What follows belongs to an exercise in optimizing a design on an open flow for small area, a short achievable clock period and few clock cycles; a production flow would make more cautious choices.
In this exercise RTL edits were held to simulation tests only and were not proved equivalent to the original.

==> flow/design.v (excerpt) <==
module dcacheTop #(
	parameter int setBits = 3
) (
	input  logic        CLK,
	input  logic        nRST,
	input  logic        memRead,
	input  logic        memWrite,
	input  logic [31:0] memAddr,
	input  logic [31:0] memStore,
	input  logic        halt,
	output logic        hit,
	output logic [31:0] memLoad,
	output logic        flushed,
	output logic        ramRead,
	output logic        ramWrite,
	output logic [31:0] ramAddr,
	output logic [31:0] ramStore,
	input  logic [31:0] ramLoad,
	input  logic        ramWait
);
==> module cacheController, before the edit <==
module cacheController #(
	parameter int setBits = 3
) (
	input  logic        CLK,
	input  logic        nRST,
	input  logic        memRead,
	input  logic        memWrite,
	input  logic        halt,
	input  logic [31:0] memAddr,
	input  logic [31:0] memStore,
	input  logic [31:0] ramLoad,
	input  logic        ramWait,
	output logic        hit,
	output logic        flushed,
	output logic [31:0] memLoad,
	output logic        ramRead,
	output logic        ramWrite,
	output logic [31:0] ramAddr,
	output logic [31:0] ramStore,
	input  logic [1:0]  wayHit,
	input  logic        replWay,
	input  logic        victimDirty,
	input  logic [(2 << setBits)-1:0] dirtyBits,
	output logic [setBits-1:0] rdIdx,
	output logic        rdWord,
	output logic        tagWay,
	input  logic [31:0] rd0,
	input  logic [31:0] rd1,
	input  logic [31-3-setBits:0] rdTag,
	output logic        dataWe,
	output logic        dataWay,
	output logic        dataWord,
	output logic [31:0] dataIn,
	output logic        fillDone,
	output logic        fillDirty,
	output logic [31-3-setBits:0] fillTag,
	output logic        fillWay,
	output logic        setDirty,
	output logic        clearDirty,
	output logic [setBits:0] clearFrame,
	output logic        touch,
	output logic        touchWay
);
	localparam int idxLo = 3;
	localparam int sets  = 1 << setBits;
	logic        hitQ;
	logic        flushedQ;
	logic        readQ;
	logic        writeQ;
	logic [31:2] addrQ;
	logic [31:0] word0Q;
	logic [31:0] word1Q;
	logic        selQ;
	logic        take0;
	logic        take1;
	logic        finalQ;
	logic        secondQ;
	logic        flushMode;
	logic [setBits:0] flushFrame;
	logic [setBits:0] upFrame;
	logic             upValid;
	logic             anyDirty;
	logic [setBits:0] firstDirty;
	logic [setBits:0] secondDirty;
	logic             secondValid;
	logic [setBits:0] afterUp;
	logic             afterUpValid;
	logic [setBits:0] flushPtr;
	logic             anyLater;
	logic req;
	logic idle;
	logic lookupHit;
	logic advance;
	logic start;
	logic startWrite;
	logic startRead;
	logic nextWrite;
	logic nextRead;
	logic firstRead;
	logic lastRead;
	logic flushStart;
	logic flushNext;
	logic loadWord;
	logic loadAddr;
	logic [31:2] nextAddr;
	assign hit      = hitQ || (finalQ && !ramWait);
	assign flushed  = flushedQ;
	assign ramRead  = readQ;
	assign ramWrite = writeQ;
	assign ramAddr  = {addrQ, 2'b00};
	assign ramStore = word0Q | word1Q;
	assign memLoad  = word0Q | word1Q;
	assign req       = memRead || memWrite;
	assign idle      = !hitQ && !readQ && !writeQ && !flushMode;
	assign lookupHit = |wayHit;
	assign advance   = !ramWait;
	assign start      = idle && req;
	assign startWrite = start && !lookupHit && victimDirty;
	assign startRead  = start && !lookupHit && !victimDirty;
	assign nextWrite = writeQ && !flushMode && !secondQ && advance;
	assign nextRead  = writeQ && !flushMode && secondQ && advance;
	assign firstRead = readQ && !secondQ && advance;
	assign lastRead  = readQ && secondQ && advance;
	assign flushStart = flushMode && !writeQ && !flushedQ;
	assign flushNext  = flushMode && writeQ && advance;
	assign anyDirty = |dirtyBits;
	always_comb begin
		firstDirty   = '0;
		secondDirty  = '0;
		secondValid  = 1'b0;
		afterUp      = '0;
		afterUpValid = 1'b0;
		anyLater     = 1'b0;
		for (int f = 2*sets - 1; f >= 0; f--) begin
			if (dirtyBits[f]) begin
				secondDirty = firstDirty;
				secondValid = anyLater;
				firstDirty  = f[setBits:0];
			end
			anyLater = anyLater || dirtyBits[f];
		end
		for (int f = 2*sets - 1; f >= 0; f--) begin
			if (dirtyBits[f] && (f != int'(flushFrame)) && (f != int'(upFrame))) begin
				afterUp      = f[setBits:0];
				afterUpValid = 1'b1;
			end
		end
	end
	assign flushPtr = (writeQ && secondQ) ? upFrame : flushFrame;
	assign rdIdx  = flushMode ? flushPtr[setBits-1:0] : memAddr[idxLo +: setBits];
	assign rdWord = flushMode ? (writeQ && !secondQ) : (memAddr[2] ^ writeQ);
	assign tagWay = flushMode ? flushPtr[setBits] : replWay;
	assign take1 = flushMode ? flushPtr[setBits]
		: (idle ? (wayHit[1] || (!wayHit[0] && replWay)) : replWay);
	assign take0 = flushMode ? !flushPtr[setBits]
		: (idle ? (wayHit[0] || (!wayHit[1] && !replWay)) : !replWay);
	assign loadWord = start || nextWrite || firstRead || flushStart || flushNext;
	assign loadAddr = start || nextWrite || nextRead
		|| (readQ && advance) || flushStart || flushNext;
	always_comb begin
		if (flushMode || (idle && victimDirty) || nextWrite) begin
			nextAddr = {rdTag, rdIdx, rdWord};
		end else begin
			nextAddr = {memAddr[31:idxLo], memAddr[2] ^ readQ};
		end
	end
	assign dataWe   = (readQ && advance) || (hitQ && memWrite);
	assign dataWay  = selQ;
	assign dataWord = hitQ ? memAddr[2] : addrQ[2];
	assign dataIn   = (hitQ || (!secondQ && memWrite)) ? memStore : ramLoad;
	assign fillDone = lastRead;
	assign fillDirty = memWrite;
	assign fillTag   = addrQ[31:idxLo+setBits];
	assign fillWay  = selQ;
	assign setDirty = hitQ && memWrite;
	assign touch    = hitQ || lastRead;
	assign touchWay = selQ;
	assign clearDirty = flushMode && writeQ && secondQ && advance;
	assign clearFrame = flushFrame;
	always_ff @(posedge CLK, negedge nRST) begin
		if (!nRST) begin
			hitQ      <= 1'b0;
			finalQ    <= 1'b0;
			flushedQ  <= 1'b0;
			readQ     <= 1'b0;
			writeQ    <= 1'b0;
			secondQ   <= 1'b0;
			flushMode <= 1'b0;
		end else begin
			hitQ <= start && lookupHit;
			if (firstRead) begin
				finalQ <= 1'b1;
			end else if (lastRead) begin
				finalQ <= 1'b0;
			end
			if (halt && idle) begin
				flushMode <= 1'b1;
			end
			if (startRead || nextRead) begin
				readQ <= 1'b1;
			end else if (lastRead) begin
				readQ <= 1'b0;
			end
			if (startWrite || (flushStart && anyDirty)) begin
				writeQ <= 1'b1;
			end else if (nextRead || (flushNext && secondQ && !upValid)) begin
				writeQ <= 1'b0;
			end
			if (flushStart && !anyDirty) begin
				flushedQ <= 1'b1;
			end else if (flushNext && secondQ && !upValid) begin
				flushedQ <= 1'b1;
			end
			if ((writeQ || readQ) && advance) begin
				secondQ <= !secondQ;
			end
		end
	end
	always_ff @(posedge CLK) begin
		if (start) begin
			selQ <= lookupHit ? wayHit[1] : replWay;
		end
		if (!flushMode) begin
			flushFrame <= firstDirty;
			upFrame    <= secondDirty;
			upValid    <= secondValid;
		end else if (flushNext && secondQ) begin
			flushFrame <= upFrame;
			upFrame    <= afterUp;
			upValid    <= afterUpValid;
		end
		if (loadWord) begin
			word0Q <= firstRead ? ramLoad : (rd0 & {32{take0}});
			word1Q <= firstRead ? '0 : (rd1 & {32{take1}});
		end
		if (loadAddr) begin
			addrQ <= nextAddr;
		end
	end
endmodule
Settings: LEC_CHECK=0, CAP_MARGIN=20, CORE_MARGIN=2, CORE_UTILIZATION=65, CTS_BUF_LIST=sky130_fd_sc_hd__clkbuf_8, CTS_CLUSTER_DIAMETER=60, CTS_CLUSTER_SIZE=14, PLACE_DENSITY=0.8, SETUP_SLACK_MARGIN=5.0, SLEW_MARGIN=20, TNS_END_PERCENT=0; clock period 8.0 ns.
standard.sh (not shown) runs the stock make flow with config.mk's settings and CLKGATE_MAP_FILE= SYNTH_SCRIPT=/design/flow/synth_recipe.tcl, a recipe that flattens the netlist after the stock synthesis.
==> flow/flow/run.sh <==
#!/bin/bash
# Standard layout, with two changes: timing repair may resize cells
# across footprints, and the port buffers start as buf_2 cells.
set -euo pipefail
bash standard.sh MATCH_CELL_FOOTPRINT=0 \
	"BUFFER_PORTS_ARGS=-buffer_cell sky130_fd_sc_hd__buf_2" \
	finish > flow_make.log 2>&1
Testbench counts at the start, summed over its fixed seeds: cycles 36,210.
Change:
--- a/flow/design.v
+++ b/flow/design.v
@@ -139,8 +139,9 @@
 	output logic        touchWay
 );
 	localparam int idxLo = 3;
 	localparam int sets  = 1 << setBits;
+	localparam int tagLo = idxLo + setBits;
 	logic        hitQ;
 	logic        flushedQ;
 	logic        readQ;
 	logic        writeQ;
@@ -178,9 +179,11 @@
 	logic flushStart;
 	logic flushNext;
 	logic loadWord;
 	logic loadAddr;
-	logic [31:2] nextAddr;
+	logic loadTag;
+	logic [31:tagLo] nextTag;
+	logic nextWordBit;
 	assign hit      = hitQ || (finalQ && !ramWait);
 	assign flushed  = flushedQ;
 	assign ramRead  = readQ;
 	assign ramWrite = writeQ;
@@ -231,24 +234,20 @@
 		: (idle ? (wayHit[1] || (!wayHit[0] && replWay)) : replWay);
 	assign take0 = flushMode ? !flushPtr[setBits]
 		: (idle ? (wayHit[0] || (!wayHit[1] && !replWay)) : !replWay);
 	assign loadWord = start || nextWrite || firstRead || flushStart || flushNext;
-	assign loadAddr = start || nextWrite || nextRead
-		|| (readQ && advance) || flushStart || flushNext;
-	always_comb begin
-		if (flushMode || (idle && victimDirty) || nextWrite) begin
-			nextAddr = {rdTag, rdIdx, rdWord};
-		end else begin
-			nextAddr = {memAddr[31:idxLo], memAddr[2] ^ readQ};
-		end
-	end
+	assign loadTag  = start || nextRead || flushStart || flushNext;
+	assign loadAddr = loadTag || nextWrite || (readQ && advance);
+	assign nextTag  = (flushMode || (idle && victimDirty)) ? rdTag : memAddr[31:tagLo];
+	assign nextWordBit = flushMode ? (writeQ && !secondQ)
+		: (memAddr[2] ^ (readQ || (writeQ && !secondQ)));
 	assign dataWe   = (readQ && advance) || (hitQ && memWrite);
 	assign dataWay  = selQ;
 	assign dataWord = hitQ ? memAddr[2] : addrQ[2];
 	assign dataIn   = (hitQ || (!secondQ && memWrite)) ? memStore : ramLoad;
 	assign fillDone = lastRead;
 	assign fillDirty = memWrite;
-	assign fillTag   = addrQ[31:idxLo+setBits];
+	assign fillTag   = addrQ[31:tagLo];
 	assign fillWay  = selQ;
 	assign setDirty = hitQ && memWrite;
 	assign touch    = hitQ || lastRead;
 	assign touchWay = selQ;
@@ -309,10 +308,14 @@
 		if (loadWord) begin
 			word0Q <= firstRead ? ramLoad : (rd0 & {32{take0}});
 			word1Q <= firstRead ? '0 : (rd1 & {32{take1}});
 		end
+		if (loadTag) begin
+			addrQ[31:tagLo] <= nextTag;
+			addrQ[tagLo-1:idxLo] <= rdIdx;
+		end
 		if (loadAddr) begin
-			addrQ <= nextAddr;
+			addrQ[2] <= nextWordBit;
 		end
 	end
 endmodule
 `timescale 1ns/1ps
Setup slack gains 0.0048 ns.
Register-to-register slack is about the same.
Utilization went up by 0.27 points.
Final cell count hardly moves.
Via count grows by a few percent.
First-iteration DRC count came out higher slightly.
Maximum frequency hardly moves.
Sequential share of layout area fell by 0.51 points.
Testbench counts after the change, summed over its fixed seeds: cycles 36,210.

[what the ideal ports hide]
The flow's constraints put no driver on any port. The routed layouts listed below were extracted and timed again, unchanged, in two steps. Step 1 assumes that a clkbuf_16 drives the clock port and a buf_2 every other input. Step 2 also shifts input and output timing later by t, the mid clock arrival at the registers, as if the neighbouring blocks saw the same clock. Slacks: ideal ports / drivers / drivers and shift; pairs: ideal ports / drivers.
run | t, ns | setup WS [ns] | slew at the worst register clock pin (ns) | worst data-port slew with drivers (ns) | cell pins on the clock port's net
the first run | 0.924 | 4.246 / 4.163 / 3.238 | 0.10 / 0.10 | 0.24 | 1
the second run | 0.943 | 4.251 / 4.273 / 3.342 | 0.10 / 0.10 | 0.20 | 1
After both steps setup and hold are still met in every run listed. The setup slack of the first run, which loses most, moves by -0.083 ns with the drivers and by -1.008 ns with both steps.
